This is an optimization exercise on Yosys and OpenROAD, whose aim is small area, a short achievable clock period and few clock cycles, not a production implementation. At most, simulation tests tie the RTL to the original design; equivalence was not proved. Power and IR drop assume default switching activity.

==> build 6 <==
## laser_line_row_center_core
module laser_line_row_center_core (
  input  logic                 clk,
  input  logic                 rst_n,
  input  logic                 in_valid,
  output logic                 in_ready,
  input  logic [PIX_W-1:0]     in_pixel,
  input  logic                 in_frame_start,
  output logic                 out_valid,
  input  logic                 out_ready,
  output logic [ROW_W-1:0]     out_row_index,
  output logic [IDX_W-1:0]     out_center_col,
  output logic                 out_found,
  input  logic                 cfg_we,
  input  logic [CFG_IDX_W-1:0] cfg_idx,
  input  logic [CFG_W-1:0]     cfg_data
);
Settings: LEC_CHECK=0, ABC_CLOCK_PERIOD_IN_PS=3000, CAP_MARGIN=20, CORE_MARGIN=2, CORE_UTILIZATION=35, SETUP_SLACK_MARGIN=5, SLEW_MARGIN=60; clock period 12.0 ns.
run.sh (not shown) runs the stock make flow with config.mk's settings and CLKGATE_MAP_FILE= SYNTH_SCRIPT=/design/flow/synth_recipe.tcl, a recipe that flattens the netlist after the stock synthesis.
==> trial 8: changes against build 6 <==
==> flow/design.v (replaced) <==
package llrc_pkg;
  localparam int PIX_W      = 8;
  localparam int COL_W      = 12;
  localparam int IDX_W      = 11;
  localparam int ROW_W      = 12;
  localparam int LEN_W      = 7;
  localparam int CFG_W      = 12;
  localparam int CFG_IDX_W  = 1;
  localparam int MAX_WIDTH        = 2048;
  localparam int MAX_MODEL_LENGTH = 64;
  localparam int RING_DEPTH = MAX_MODEL_LENGTH + 1;
  localparam int RING_AW    = $clog2(RING_DEPTH);
  localparam int SUM_W      = $clog2(MAX_WIDTH * 255 + 1);
  localparam int RAM_W      = PIX_W + SUM_W;
  localparam int WIN_W      = 14;
  localparam int PROD_W     = LEN_W + PIX_W;
  localparam int RESP_W     = 16;
  localparam logic [CFG_IDX_W-1:0] REG_ROW_WIDTH    = 1'd0;
  localparam logic [CFG_IDX_W-1:0] REG_MODEL_LENGTH = 1'd1;
  localparam logic [CFG_W-1:0] ROW_WIDTH_RST    = 12'd640;
  localparam logic [LEN_W-1:0] MODEL_LENGTH_RST = 7'd8;
  typedef struct packed {
    logic              clear;      
    logic              active;     
    logic              resp_en;    
    logic [IDX_W-1:0]  resp_col;
    logic              tail_en;    
    logic [IDX_W-1:0]  tail_col;
    logic              last;
    logic [ROW_W-1:0]  row;
    logic [LEN_W-1:0]  len;
    logic [SUM_W-1:0]  prefix;
  } s1_t;
endpackage
import llrc_pkg::*;
module laser_line_row_center_core (
  input  logic                 clk,
  input  logic                 rst_n,
  input  logic                 in_valid,
  output logic                 in_ready,
  input  logic [PIX_W-1:0]     in_pixel,
  input  logic                 in_frame_start,
  output logic                 out_valid,
  input  logic                 out_ready,
  output logic [ROW_W-1:0]     out_row_index,
  output logic [IDX_W-1:0]     out_center_col,
  output logic                 out_found,
  input  logic                 cfg_we,
  input  logic [CFG_IDX_W-1:0] cfg_idx,
  input  logic [CFG_W-1:0]     cfg_data
);
  logic [11:0] w_arch;
  logic [6:0]  l_arch;
  logic [10:0] wm1;       
  logic [6:0]  len;       
  logic        act;       
  logic        lnz;       
  logic        l1;        
  logic [10:0] tcm1;      
  logic [11:0] w_in;      
  logic [6:0]  l_in;      
  always_comb begin
    if (cfg_data[11] && (cfg_data[10:0] != 11'd0)) w_in = 12'd2048;
    else if (cfg_data[11:1] == 11'd0)              w_in = 12'd2;
    else                                           w_in = cfg_data;
    l_in = (cfg_data[6] && (cfg_data[5:0] != 6'd0)) ? 7'd64 : cfg_data[6:0];
  end
  localparam logic [1:0] ST_RUN = 2'd0, ST_CLR = 2'd1, ST_ADD = 2'd2;
  logic        rst_q;     
  logic [1:0]  st;
  logic        pending;
  logic        owed;
  logic        rdy_r;
  logic        go_r;
  logic [6:0]  sel;       
  logic        a_v, a_fs;
  logic [7:0]  a_pix;
  logic [7:0]  pjr;       
  logic [10:0] c_r;
  logic        rfs_r;
  logic [511:0] sr;
  logic        b_pv, b_rst, b_resp, b_j0, b_last, b_rfs;
  logic signed [8:0] b_delta;
  logic [14:0] b_prod;    
  logic [13:0] s_r;
  logic        d_pv, d_rst, d_resp, d_j0, d_last, d_rfs;
  logic signed [15:0] d_r;
  logic signed [15:0] mx_v, mn_v;
  logic [10:0] mx_c, mn_c, cd_r;
  logic        mx_s, mn_s;
  logic        e_ev, e_rfs;
  logic        o_v, o_found;
  logic [11:0] o_idx;
  logic [10:0] o_cen;
  logic [10:0] c_eff, c_nxt;
  logic        a_last, a_ge, a_rm, a_rst, a_j0, a_rfs;
  logic [7:0]  rd;
  logic signed [8:0] a_delta;
  logic [10:0] pp0, pp1, pp2, pp3, pp4, pp5;
  logic        empty, apply, more;
  logic        rst_n_b;
  logic signed [8:0] delta_n;
  always_comb begin
    c_eff  = a_fs ? 11'd0 : c_r;
    a_last = c_eff >= wm1;
    a_ge   = c_eff >= {4'd0, len};
    a_rm   = a_ge && lnz;
    a_rst  = (c_eff == 11'd0);
    a_j0   = (c_eff == {4'd0, len});
    a_rfs  = a_rst ? a_fs : rfs_r;
    rd     = 8'd0;
    for (int k = 0; k < 64; k++) begin
      if (sel[5:0] == 6'(k)) rd = rd | sr[8*k +: 8];
    end
    if (!lnz)       a_delta = 9'sd0;
    else if (a_rm)  a_delta = $signed({1'b0, a_pix}) - $signed({1'b0, pjr});
    else            a_delta = $signed({1'b0, a_pix});
    c_nxt  = a_last ? 11'd0 : c_eff + 11'd1;
    pp0 = len[0] ? {3'd0, pjr}       : 11'd0;
    pp1 = len[1] ? {2'd0, pjr, 1'b0} : 11'd0;
    pp2 = len[2] ? {1'd0, pjr, 2'b0} : 11'd0;
    pp3 = len[3] ? {3'd0, pjr}       : 11'd0;
    pp4 = len[4] ? {2'd0, pjr, 1'b0} : 11'd0;
    pp5 = len[5] ? {1'd0, pjr, 2'b0} : (len[6] ? {pjr, 3'b0} : 11'd0);
    empty  = !a_v && !b_pv && !d_pv && !e_ev;
    apply  = pending && empty && (st == ST_RUN);
    more   = (sel < {4'd0, c_r}) && (sel < len);
    rst_n_b = a_v ? a_rst : (st == ST_CLR);
    delta_n = a_v ? a_delta : (go_r ? $signed({1'b0, pjr}) : 9'sd0);
  end
  logic        zmaybe;
  logic        owed_nxt, pend_nxt;
  logic [1:0]  st_nxt;
  logic        pop;
  always_comb begin
    pop      = o_v && out_ready;
    zmaybe   = (a_v && a_last) ? (wm1 == 11'd1) : ({1'b0, c_r} + 12'd2 >= {1'b0, wm1});
    owed_nxt = (a_v && a_last) ? 1'b1 : (pop ? 1'b0 : owed);
    pend_nxt = cfg_we || (pending && !apply);
    case (st)
      ST_RUN:  st_nxt = apply ? ST_CLR : ST_RUN;
      ST_CLR:  st_nxt = ST_ADD;
      ST_ADD:  st_nxt = more ? ST_ADD : ST_RUN;
      default: st_nxt = ST_RUN;
    endcase
  end
  always_ff @(posedge clk) begin
    rst_q <= rst_n;
    if (!rst_n) begin
      w_arch  <= 12'd640;
      l_arch  <= 7'd8;
      pending <= 1'b0;
      rdy_r   <= 1'b0;
      o_v     <= 1'b0;
    end else begin
      if (cfg_we) begin
        if (cfg_idx == REG_ROW_WIDTH) w_arch <= w_in;
        else                          l_arch <= l_in;
      end
      pending <= pend_nxt;
      rdy_r   <= (st_nxt == ST_RUN) && !pend_nxt && !(owed_nxt && zmaybe);
      if (e_ev && rst_q)  o_v <= 1'b1;
      else if (out_ready) o_v <= 1'b0;
    end
  end
  always_ff @(posedge clk) begin
    if (!rst_q) begin
      wm1     <= 11'd639;
      len     <= 7'd8;
      act     <= 1'b1;
      lnz     <= 1'b1;
      l1      <= 1'b0;
      tcm1    <= 11'd631;
      st      <= ST_RUN;
      owed    <= 1'b0;
      go_r    <= 1'b0;
      sel     <= 7'd6;
      a_v     <= 1'b0;
      c_r     <= 11'd0;
      b_pv    <= 1'b0;
      d_pv    <= 1'b0;
      e_ev    <= 1'b0;
      o_idx   <= 12'hfff;
    end else begin
      if (apply) begin
        wm1  <= w_arch[10:0] - 11'd1;
        len  <= l_arch;
        lnz  <= (l_arch != 7'd0);
        l1   <= (l_arch == 7'd1);
      end
      if (st == ST_CLR) begin
        tcm1 <= jd12[10:0];
        act  <= !jd12[11];
      end
      st      <= st_nxt;
      owed    <= owed_nxt;
      go_r    <= (st == ST_ADD) && more;
      case (st)
        ST_CLR:  sel <= 7'd0;
        ST_ADD:  sel <= more ? sel + 7'd1 : len - 7'd2;
        default: ;
      endcase
      a_v  <= in_valid && rdy_r;
      if (a_v) c_r <= c_nxt;
      b_pv <= a_v;
      d_pv <= b_pv;
      e_ev <= d_pv && d_last;
      if (e_ev) o_idx <= e_rfs ? 12'd0 : o_idx + 12'd1;
    end
  end
  assign in_ready = rdy_r;
  always_ff @(posedge clk) begin
    a_pix <= in_pixel;
    a_fs  <= in_frame_start;
    if (a_v) begin
      rfs_r <= a_rfs;
      sr    <= {sr[503:0], a_pix};
    end
    if (st == ST_RUN) begin
      if (a_v) pjr <= l1 ? a_pix : rd;
    end else if (more) begin
      pjr <= rd;
    end
    b_rst   <= rst_n_b;
    b_delta <= delta_n;
    b_prod  <= {4'd0, pp0} + {4'd0, pp1} + {4'd0, pp2} + {1'b0, pp3, 3'd0} + {1'b0, pp4, 3'd0} + {1'b0, pp5, 3'd0};
    b_resp  <= act && a_ge;
    b_j0    <= a_j0;
    b_last  <= a_last;
    b_rfs   <= a_rfs;
  end
  logic [13:0] s_new;
  always_comb s_new = (b_rst ? 14'd0 : s_r) + {{5{b_delta[8]}}, b_delta};
  always_ff @(posedge clk) begin
    s_r    <= s_new;
    d_r    <= $signed({1'b0, b_prod}) - $signed({2'b0, s_new});
    d_rst  <= b_rst;
    d_resp <= b_resp;
    d_j0   <= b_j0;
    d_last <= b_last;
    d_rfs  <= b_rfs;
  end
  logic [10:0] cd, jd;
  logic [11:0] jd12;
  logic        gt, lt;
  always_comb begin
    cd = d_rst ? 11'd0 : cd_r + 11'd1;
    jd12 = {1'b0, (st == ST_CLR) ? wm1 : cd} - {5'd0, len};
    jd   = jd12[10:0];
    gt = d_r > mx_v;
    lt = d_r < mn_v;
  end
  always_ff @(posedge clk) begin
    if (d_pv) begin
      cd_r <= cd;
      if (d_rst) begin
        mx_c <= '0; mn_c <= '0; mx_s <= 1'b0; mn_s <= 1'b0;
      end
      if (d_resp && d_j0) begin
        mx_v <= d_r;
        mn_v <= d_r;
      end else if (d_rst) begin
        mx_v <= '0;
        mn_v <= '0;
      end else if (d_resp) begin
        if (gt) begin
          mx_v <= d_r; mx_c <= jd; mx_s <= 1'b1;
        end
        if (lt) begin
          mn_v <= d_r; mn_c <= jd; mn_s <= 1'b1;
        end
      end
    end
    e_rfs <= d_rfs;
  end
  logic        t_mx, t_mn, e_found;
  logic [10:0] e_mxc, e_mnc;
  logic [11:0] e_sum;
  always_comb begin
    t_mx    = act && lnz && mx_v[15];
    t_mn    = act && lnz && !mn_v[15] && (mn_v != 16'sd0);
    e_mxc   = t_mx ? tcm1 : mx_c;
    e_mnc   = t_mn ? tcm1 : mn_c;
    e_found = act && (mx_s || t_mx) && (mn_s || t_mn);
    e_sum   = {1'b0, e_mxc} + {1'b0, e_mnc} + {11'd0, t_mx | t_mn};
  end
  always_ff @(posedge clk) begin
    if (e_ev) begin
      o_found <= e_found;
      o_cen   <= e_found ? e_sum[11:1] : 11'd0;
    end
  end
  assign out_valid      = o_v;
  assign out_row_index  = o_idx;
  assign out_center_col = o_cen;
  assign out_found      = o_found;
endmodule
==> flow/flow/run.sh (new file) <==
#!/bin/bash
# Standard ORFS layout; timing repair aims for 3.6 ns of the 12 ns period
# (setup margin 8.4 ns). The SDC and the clock period are unchanged.
set -euo pipefail
bash standard.sh SETUP_SLACK_MARGIN=8.4 finish > orfs_make.log 2>&1
==> flow/standard.sh (new file) <==
#!/bin/bash
# synth_recipe.tcl (not shown) runs the flow's synth.tcl, then flattens the netlist and writes it again
# the make line also repeats each setting of config.mk as NAME=value (left out here)
make -C /OpenROAD-flow-scripts/flow DESIGN_CONFIG=/design/flow/config.mk WORK_HOME=/design/flow/orfs CLKGATE_MAP_FILE= SYNTH_SCRIPT=/design/flow/synth_recipe.tcl "${@:-finish}"
Settings changed: SETUP_SLACK_MARGIN 5 to not set.
removed: flow/run.sh
==> comparison <==
Of trial 8 and build 6, trial 8 has the higher first-iteration DRC count (gap 99%, measured against build 6).
Hold slack: build 6 is lower than trial 8 (0.0030 ns).
Synthesized cell count: build 6 is higher than trial 8 (3.1%).
Against build 6, the global-route usage of trial 8 is higher by 5.5 points.
Of trial 8 and build 6, build 6 has the higher combinational power (gap 68%, measured against build 6).
In build 6 the via count is smaller than in trial 8, by about 5%.
==> figures <==
| item | trial 8 | build 6 |
|---|---|---|
| Outcome | no timing/DRC/antenna violations | no timing/DRC/antenna violations |
| Proportion of netlist area held by the largest area contributor | 53.4% | 49.9% |
| Met3 wirelength from detailed routing | 9550 um | 3450 um |
| Destination of the worst hold path | d_rfs$_DFF_P_ | d_resp$_DFF_P_ |
| Post-route clock period utilization | 31.0% | 39.7% |
| Area growth from synthesis to layout | 18.3% | 14.0% |
| First element of the critical path | pjr[3]$_DFFE_PP_ | len[6]$_SDFFE_PN0P_ |
| GR Layer Usage met3 | 4.35% | 2.51% |
| Unrepaired setup endpoints after global routing | true | false |
| Number of synthesized register bits | 766 | 767 |
| Per-instance average area after synthesis | 12.9 um2 | 13.7 um2 |
| Number of buffers inserted to repair setup after CTS | 28 | 0 |
| Total vias in the final route | 23100 | 22000 |
No functional check of the RTL was part of any run of this note.

========
==> inputs of pepper <==
Another version of the RTL of laser_line_row_center_core (not shown whole).
export LEC_CHECK = 0
export CAP_MARGIN = 20
export CORE_MARGIN = 2
export CORE_UTILIZATION = 55
export CTS_CLUSTER_DIAMETER = 80
export CTS_CLUSTER_SIZE = 24
export SLEW_MARGIN = 60
create_clock -name core_clock -period 12.0 [get_ports {clk}]
standard.sh (not shown) runs the stock make flow with config.mk's settings and CLKGATE_MAP_FILE= SYNTH_SCRIPT=/design/flow/synth_recipe.tcl, a recipe that flattens the netlist after the stock synthesis.
==> flow/flow/run.sh <==
#!/bin/bash
# Standard ORFS layout (the standard.sh, standard synthesis unchanged);
# only the timing repair is asked for more: a setup margin of 8.45 ns, so it
# works towards about 3.55 ns of the 12 ns period. The SDC, the clock period
# and the IO constraints are unchanged. make's full output goes to
# orfs_make.log; ORFS keeps each step's log under orfs/logs.
set -euo pipefail
bash standard.sh SETUP_SLACK_MARGIN=8.45 finish > orfs_make.log 2>&1
==> harbor (differences from pepper) <==
==> flow/design.v, changed modules only <==
module laser_line_row_center_core (
  input  logic                 clk,
  input  logic                 rst_n,
  input  logic                 in_valid,
  output logic                 in_ready,
  input  logic [PIX_W-1:0]     in_pixel,
  input  logic                 in_frame_start,
  output logic                 out_valid,
  input  logic                 out_ready,
  output logic [ROW_W-1:0]     out_row_index,
  output logic [IDX_W-1:0]     out_center_col,
  output logic                 out_found,
  input  logic                 cfg_we,
  input  logic [CFG_IDX_W-1:0] cfg_idx,
  input  logic [CFG_W-1:0]     cfg_data
);
  logic [11:0] w_arch;
  logic [6:0]  l_arch;
  logic [10:0] wm1;       
  logic [6:0]  len;       
  logic        act;       
  logic        lnz;       
  logic        l1;        
  logic [10:0] tcm1;      
  logic [11:0] w_in;      
  logic [6:0]  l_in;      
  always_comb begin
    if (cfg_data[11] && (cfg_data[10:0] != 11'd0)) w_in = 12'd2048;
    else if (cfg_data[11:1] == 11'd0)              w_in = 12'd2;
    else                                           w_in = cfg_data;
    l_in = (cfg_data[6] && (cfg_data[5:0] != 6'd0)) ? 7'd64 : cfg_data[6:0];
  end
  localparam logic [1:0] ST_RUN = 2'd0, ST_CLR = 2'd1, ST_ADD = 2'd2;
  logic        rst_q;     
  logic [1:0]  st;
  logic        pending;
  logic        owed;
  logic        rdy_r;
  logic        go_r;
  logic [6:0]  sel;       
  logic        a_v, a_fs;
  logic [7:0]  a_pix;
  logic [7:0]  pjr;       
  logic [10:0] c_r;
  logic        rfs_r;
  logic [511:0] sr;
  logic        b_pv, b_rst, b_resp, b_j0, b_last, b_rfs;
  logic [10:0] b_x;       
  logic [10:0] b_y;       
  logic [13:0] s_r;
  logic        d_pv, d_rst, d_resp, d_j0, d_last, d_rfs;
  logic signed [15:0] d_r;
  logic signed [15:0] mx_v, mn_v;
  logic [10:0] mx_c, mn_c, cd_r;
  logic        mx_s, mn_s;
  logic        e_ev, e_rfs;
  logic        o_v, o_found;
  logic [11:0] o_idx;
  logic [10:0] o_cen;
  logic [10:0] c_eff, c_nxt, c_new;
  logic        ge_r;      
  logic        a_last, a_ge, a_rm, a_rst, a_j0, a_rfs;
  logic [7:0]  rd;
  logic [10:0] pp0, pp1, pp2, pp3, pp4, pp5;
  logic        empty, apply, more;
  logic        s_clr;
  logic [7:0]  s_add, s_sub;
  always_comb begin
    c_eff  = a_fs ? 11'd0 : c_r;
    a_last = c_eff >= wm1;
    a_ge   = a_fs ? !lnz : ge_r;
    a_rm   = a_ge && lnz;
    a_rst  = (c_eff == 11'd0);
    a_j0   = (c_eff == {4'd0, len});
    a_rfs  = a_rst ? a_fs : rfs_r;
    rd     = 8'd0;
    for (int k = 0; k < 64; k++) begin
      if (sel[5:0] == 6'(k)) rd = rd | sr[8*k +: 8];
    end
    c_nxt  = a_last ? 11'd0 : c_eff + 11'd1;
    c_new  = a_v ? c_nxt : c_r;
    pp0 = len[0] ? {3'd0, pjr}       : 11'd0;
    pp1 = len[1] ? {2'd0, pjr, 1'b0} : 11'd0;
    pp2 = len[2] ? {1'd0, pjr, 2'b0} : 11'd0;
    pp3 = len[3] ? {3'd0, pjr}       : 11'd0;
    pp4 = len[4] ? {2'd0, pjr, 1'b0} : 11'd0;
    pp5 = len[5] ? {1'd0, pjr, 2'b0} : (len[6] ? {pjr, 3'b0} : 11'd0);
    empty  = !a_v && !b_pv && !d_pv && !e_ev;
    apply  = pending && empty && (st == ST_RUN);
    more   = (sel < {4'd0, c_r}) && (sel < len);
    s_clr   = a_v ? a_rst : (st == ST_CLR);
    s_add   = a_v ? (lnz ? a_pix : 8'd0) : (go_r ? pjr : 8'd0);
    s_sub   = (a_v && a_rm) ? pjr : 8'd0;
  end
  logic        zmaybe;
  logic        owed_nxt, pend_nxt;
  logic [1:0]  st_nxt;
  logic        pop;
  always_comb begin
    pop      = o_v && out_ready;
    zmaybe   = (a_v && a_last) ? (wm1 == 11'd1) : ({1'b0, c_r} + 12'd2 >= {1'b0, wm1});
    owed_nxt = (a_v && a_last) ? 1'b1 : (pop ? 1'b0 : owed);
    pend_nxt = cfg_we || (pending && !apply);
    case (st)
      ST_RUN:  st_nxt = apply ? ST_CLR : ST_RUN;
      ST_CLR:  st_nxt = ST_ADD;
      ST_ADD:  st_nxt = more ? ST_ADD : ST_RUN;
      default: st_nxt = ST_RUN;
    endcase
  end
  always_ff @(posedge clk) begin
    rst_q <= rst_n;
    if (!rst_n) begin
      w_arch  <= 12'd640;
      l_arch  <= 7'd8;
      pending <= 1'b0;
      rdy_r   <= 1'b0;
      o_v     <= 1'b0;
    end else begin
      if (cfg_we) begin
        if (cfg_idx == REG_ROW_WIDTH) w_arch <= w_in;
        else                          l_arch <= l_in;
      end
      pending <= pend_nxt;
      rdy_r   <= (st_nxt == ST_RUN) && !pend_nxt && !(owed_nxt && zmaybe);
      if (e_ev && rst_q)  o_v <= 1'b1;
      else if (out_ready) o_v <= 1'b0;
    end
  end
  always_ff @(posedge clk) begin
    if (!rst_q) begin
      wm1     <= 11'd639;
      len     <= 7'd8;
      act     <= 1'b1;
      lnz     <= 1'b1;
      l1      <= 1'b0;
      tcm1    <= 11'd631;
      st      <= ST_RUN;
      owed    <= 1'b0;
      go_r    <= 1'b0;
      sel     <= 7'd6;
      a_v     <= 1'b0;
      c_r     <= 11'd0;
      ge_r    <= 1'b0;
      b_pv    <= 1'b0;
      d_pv    <= 1'b0;
      e_ev    <= 1'b0;
      o_idx   <= 12'hfff;
    end else begin
      if (apply) begin
        wm1  <= w_arch[10:0] - 11'd1;
        len  <= l_arch;
        lnz  <= (l_arch != 7'd0);
        l1   <= (l_arch == 7'd1);
      end
      if (st == ST_CLR) begin
        tcm1 <= jd12[10:0];
        act  <= !jd12[11];
      end
      st      <= st_nxt;
      owed    <= owed_nxt;
      go_r    <= (st == ST_ADD) && more;
      case (st)
        ST_CLR:  sel <= 7'd0;
        ST_ADD:  sel <= more ? sel + 7'd1 : len - 7'd2;
        default: ;
      endcase
      a_v  <= in_valid && rdy_r;
      c_r  <= c_new;
      ge_r <= (c_new >= {4'd0, len});
      b_pv <= a_v;
      d_pv <= b_pv;
      e_ev <= d_pv && d_last;
      if (e_ev) o_idx <= e_rfs ? 12'd0 : o_idx + 12'd1;
    end
  end
  assign in_ready = rdy_r;
  always_ff @(posedge clk) begin
    a_pix <= in_pixel;
    a_fs  <= in_frame_start;
    if (a_v) begin
      rfs_r <= a_rfs;
      sr    <= {sr[503:0], a_pix};
    end
    if (st == ST_RUN) begin
      if (a_v) pjr <= l1 ? a_pix : rd;
    end else if (more) begin
      pjr <= rd;
    end
    s_r     <= (s_clr ? 14'd0 : s_r) + {6'd0, s_add} - {6'd0, s_sub};
    b_rst   <= a_rst;
    b_x     <= pp0 + pp1 + pp2;
    b_y     <= pp3 + pp4 + pp5;
    b_resp  <= act && a_ge;
    b_j0    <= a_j0;
    b_last  <= a_last;
    b_rfs   <= a_rfs;
  end
  always_ff @(posedge clk) begin
    d_r    <= $signed({5'd0, b_x}) + $signed({2'd0, b_y, 3'd0}) - $signed({2'b0, s_r});
    d_rst  <= b_rst;
    d_resp <= b_resp;
    d_j0   <= b_j0;
    d_last <= b_last;
    d_rfs  <= b_rfs;
  end
  logic [10:0] cd, jd;
  logic [11:0] jd12;
  logic        gt, lt;
  always_comb begin
    cd = d_rst ? 11'd0 : cd_r + 11'd1;
    jd12 = {1'b0, (st == ST_CLR) ? wm1 : cd} - {5'd0, len};
    jd   = jd12[10:0];
    gt = d_r > mx_v;
    lt = d_r < mn_v;
  end
  always_ff @(posedge clk) begin
    if (d_pv) begin
      cd_r <= cd;
      if (d_rst) begin
        mx_c <= '0; mn_c <= '0; mx_s <= 1'b0; mn_s <= 1'b0;
      end
      if (d_resp && d_j0) begin
        mx_v <= d_r;
        mn_v <= d_r;
      end else if (d_rst) begin
        mx_v <= '0;
        mn_v <= '0;
      end else if (d_resp) begin
        if (gt) begin
          mx_v <= d_r; mx_c <= jd; mx_s <= 1'b1;
        end
        if (lt) begin
          mn_v <= d_r; mn_c <= jd; mn_s <= 1'b1;
        end
      end
    end
    e_rfs <= d_rfs;
  end
  logic        t_mx, t_mn, e_found;
  logic [10:0] e_mxc, e_mnc;
  logic [11:0] e_sum;
  always_comb begin
    t_mx    = act && lnz && mx_v[15];
    t_mn    = act && lnz && !mn_v[15] && (mn_v != 16'sd0);
    e_mxc   = t_mx ? tcm1 : mx_c;
    e_mnc   = t_mn ? tcm1 : mn_c;
    e_found = act && (mx_s || t_mx) && (mn_s || t_mn);
    e_sum   = {1'b0, e_mxc} + {1'b0, e_mnc} + {11'd0, t_mx | t_mn};
  end
  always_ff @(posedge clk) begin
    if (e_ev) begin
      o_found <= e_found;
      o_cen   <= e_found ? e_sum[11:1] : 11'd0;
    end
  end
  assign out_valid      = o_v;
  assign out_row_index  = o_idx;
  assign out_center_col = o_cen;
  assign out_found      = o_found;
endmodule
==> flow/flow/run.sh (replaced) <==
#!/bin/bash
# Standard ORFS layout; timing repair aims for 3.6 ns of the 12 ns period
# (setup margin 8.4 ns). The SDC and the clock period are unchanged.
set -euo pipefail
bash standard.sh SETUP_SLACK_MARGIN=8.4 finish > orfs_make.log 2>&1
- ABC_CLOCK_PERIOD_IN_PS: not set -> 3000
- CORE_UTILIZATION: 55 -> 35
- CTS_CLUSTER_DIAMETER: 80 -> not set
- CTS_CLUSTER_SIZE: 24 -> not set
==> comparison table <==
item	harbor	pepper
Result of the run	no timing/DRC/antenna violations	no timing/DRC/antenna violations
Least-Margin Pin Slew	0.634 ns	0.662 ns
Post-Synth Adder-Cell Area	0.0782	0.0756
Post-synthesis compound-gate area fraction	0.119	0.130
Share of cells above drive strength 1	0.155	0.145
Post-cts resize count	156	172
Source-to-sink clock delay at the later pin of the worst-skew pair	0.65 ns	0.63 ns
Final period util	0.321	0.297
Multiplexer share of the synthesized area	0.0171	0.0129
Worst IR drop on VDD	0.000109 V	0.000147 V
GRT met2 Usage	0.301	0.523
Critical path data required time	12.52 ns	12.53 ns
Hold Startpoint	d_rfs	b_j0
Total number of clock tree sinks	765	769
Detailed-route wire length per cell	23.9 um	28.3 um
Internal power	4.77 mW	4.08 mW
Delay of the slowest critical-path stage	0.56 ns	0.51 ns
TritonCTS buffer count	79	43
Violation count after the first detailed-route iteration	2871	3042
Critical Path Slowest Stage Cell	fa_1	or4_4
Testbench counts of pepper, summed over its fixed seeds: cycles 48,992.
For harbor, only the layout was checked, not whether the RTL still works.

[static timing again, ports no longer ideal]
Ports are ideal in the flow. The routed layouts listed here were re-timed in OpenROAD. Step 1 (the two cells are an assumption about what drives the block):
set clk [get_ports {clk}]
set_driving_cell -lib_cell sky130_fd_sc_hd__clkbuf_16 $clk
set_driving_cell -lib_cell sky130_fd_sc_hd__buf_2 [delete_from_list [all_inputs] $clk]
Step 2 times the ports against the registers' clock, not the clock port: input delays grow and output delays shrink by t, the midpoint of the rising clock arrivals with the driver on. a / b / c = ideal ports / drivers / drivers and shift; a / b = the first two.
| run | shift t [ns] | setup slack, ns | worst hold slack (ns) | worst register clock-pin slew, ns | pins driven straight from the clock port |
|---|---|---|---|---|---|
| build 6 | 0.701 | 7.238 / 7.238 / 7.238 | 0.324 / 0.324 / 0.324 | 0.06 / 0.06 | 1 |
| trial 8 | 0.695 | 8.280 / 8.280 / 7.833 | 0.327 / 0.327 / 0.327 | 0.07 / 0.07 | 1 |
| pepper | 0.675 | 8.436 / 8.420 / 7.896 | 0.332 / 0.332 / 0.332 | 0.11 / 0.11 | 1 |
| harbor | 0.704 | 8.149 / 8.149 / 7.847 | 0.323 / 0.323 / 0.323 | 0.07 / 0.07 | 1 |
After both steps every run listed still meets setup and hold. For pepper, which loses most, drivers alone change the setup slack by -0.016 ns; drivers and shift together by -0.540 ns.
